What follows belongs to an exercise in optimizing a design on an open flow for small area; a production flow would make more cautious choices. Only simulation tests tie the RTL to the original design; equivalence was not proved.

==> exp/fjord <==
==> flow/design.v (excerpt) <==
module blackjackTop (
    input  logic                     clock,
    input  logic                     resetar,
    input  logic                     hitCard,
    input  logic                     standHand,
    input  logic [5:0]               shuffleSeed,
    output logic                     tableReady,
    output logic                     winLed,
    output logic                     lossLed,
    output logic                     pushLed,
    output logic [13:0]              playerDigits,
    output logic [13:0]              dealerDigits
);
    blackjackPkg::cardValue_t  topCard;
    blackjackPkg::handTotal_t  playerTotal;
    blackjackPkg::handTotal_t  dealerTotal;
    logic        hold;
    logic [5:0]  dealIndex;
    logic        advance;
    cardDeck deck (
        .clock       (clock),
        .resetar     (resetar),
        .advance     (advance),
        .shuffleSeed (shuffleSeed),
        .dealIndex   (dealIndex),
        .topCard     (topCard)
    );
    blackjackTable table0 (
        .clock       (clock),
        .resetar     (resetar),
        .hitCard     (hitCard),
        .standHand   (standHand),
        .dealIndex   (dealIndex),
        .topCard     (topCard),
        .advance     (advance),
        .tableReady  (tableReady),
        .winLed      (winLed),
        .lossLed     (lossLed),
        .pushLed     (pushLed),
        .playerTotal (playerTotal),
        .dealerTotal (dealerTotal),
  ...
clock: 12.0 ns
lec_check: 0
abc_area: 1
cap_margin: 20
cell_pad_in_sites_detail_placement: 1
core_margin: 2
core_utilization: 25
slew_margin: 20
standard.sh (not shown) runs the stock make flow with config.mk's settings and CLKGATE_MAP_FILE= SYNTH_SCRIPT=/design/flow/synth_recipe.tcl, a recipe that flattens the netlist after the stock synthesis.
==> flow/flow/run.sh <==
#!/bin/bash
# Own layout flow: the standard synthesis, then the combinational logic is
# mapped again for area (flow/resynth.tcl; the flip-flops keep their names and
# cells), then the standard layout from the floorplan on.
set -euo pipefail
W=$PWD
R=$W/orfs/results/$FLOW_PLATFORM/blackjackTop/base
YOSYS=$(command -v yosys || echo "$FLOW_HOME/../tools/install/yosys/bin/yosys")

bash standard.sh synth > $W/synth.log 2>&1
cp $R/1_2_yosys.v $W/standard_synth.v

LIBERTY=$FLOW_HOME/platforms/$FLOW_PLATFORM/lib/sky130_fd_sc_hd__tt_025C_1v80.lib \
NETLIST_IN=$W/standard_synth.v NETLIST_OUT=$W/resynth.v TOP=$FLOW_TOP \
ABC_SCRIPT=$W/flow/area.script \
  $YOSYS -c $W/flow/resynth.tcl > $W/resynth.log 2>&1

cp $W/resynth.v $R/1_2_yosys.v
rm -f $R/1_synth.odb $R/1_synth.sdc
# Port buffers: the smallest buffer (the ports see light loads and the
# timing has slack to spare). Clock tree: small clock buffers, no dummy loads.
bash standard.sh \
  "BUFFER_PORTS_ARGS=-buffer_cell sky130_fd_sc_hd__buf_1" \
  "CTS_ARGS=-sink_clustering_enable -repair_clock_nets -buf_list sky130_fd_sc_hd__clkbuf_8 -dont_use_dummy_load" \
  finish > $W/layout.log 2>&1
==> flow/flow/area.script <==
strash; dch; amap; mfs2 -a; strash; dch; amap; topo
==> flow/flow/resynth.tcl <==
# Re-map the standard synthesis's combinational logic for area. The
# flip-flop instances (their names and cell types) stay exactly as they are.
yosys -import
set lib $::env(LIBERTY)
read_liberty -ignore_miss_func $lib
read_verilog $::env(NETLIST_IN)
hierarchy -top $::env(TOP)
set seq {}
foreach m [tee -q -s result.string select -list-mod A:*] { }
foreach m [split [tee -q -s result.string ls] "\n"] {
  set m [string trim $m]
  if {[regexp {^sky130_fd_sc_hd__(df|edf|sdf|sedf|dl|sdl|einv|ebuf)} $m]} { lappend seq $m }
}
puts "sequential/kept cell modules: $seq"
foreach m $seq { setattr -mod -set keep_hierarchy 1 $m }
flatten
opt_clean
stat
abc -liberty $lib -dont_use *lpflow* -dont_use *probe* -script $::env(ABC_SCRIPT)
splitnets
opt_clean -purge
hilomap -singleton -hicell sky130_fd_sc_hd__conb_1 HI -locell sky130_fd_sc_hd__conb_1 LO
insbuf -buf sky130_fd_sc_hd__buf_1 A X
setattr -mod -unset keep_hierarchy
foreach m $seq { blackbox $m }
select blackjackTop
stat -liberty $lib
write_verilog -noattr -noexpr -nohex -nodec -selected $::env(NETLIST_OUT)
==> exp/raven (differences from exp/fjord) <==
--- a/flow/config.mk
+++ b/flow/config.mk
@@ -12,2 +12,3 @@
 export CORE_UTILIZATION = 25
+export GPL_TIMING_DRIVEN = 0
 export SLEW_MARGIN = 20
==> qor summary <==
metric	exp/fjord	exp/raven
Vias in the first global route	4591	4582
Transition time at the pin with the least slew margin	1.085 ns	1.030 ns
Tcrit/Tclk final	0.6511	0.7814
NumNets Final	606	604
CP max-delay cell	sky130_fd_sc_hd__nor2_1	sky130_fd_sc_hd__dfxtp_1
Worst slack on hold paths	0.4870 ns	0.4974 ns
Later-pin clock latency in the skew report	0.27 ns	0.28 ns
Met3 usage	0.04183	0.02772
Outcome	no timing/DRC/antenna violations	no timing/DRC/antenna violations
Register share of the cell area	0.1698	0.1712
Rel. slew slack	0.2745	0.3124
R2r startpoint	deck.dealIndex[0]	deck.dealIndex[1]
Cells after DPL	763	761
Count of non-filler cells in the finished layout	766	764
Via count	4716	4613
Detailed Route WL	16360 um	15500 um
Global-route track usage on met2	0.3512	0.3480
Switching Share	0.6065	0.6085

[afterwards: timing with drivers on the ports]
The flow's constraints put no driver on any port. The routed layouts listed below were extracted and timed again, unchanged, in two steps. Step 1 sets driving cells, clkbuf_16 on the clock port and buf_2 on the other inputs (assumed; they add their load-dependent delay and slew). Step 2 moves the port delays by t, midway between the first and last clock arrival at a register: inputs arrive t later, outputs are due t later. That takes back most of the time a late clock gives input paths. Three values: no drivers, after step 1, after step 2; two values: the first two.
run	t, ns	setup WS [ns]	hold WS [ns]	worst data-port slew with drivers (ns)
exp/fjord	0.296	4.187 / 4.187 / 4.187	0.487 / 0.487 / 0.487	0.03
exp/raven	0.306	2.623 / 2.623 / 2.623	0.497 / 0.497 / 0.497	0.03
After both steps every run listed still meets setup and hold.
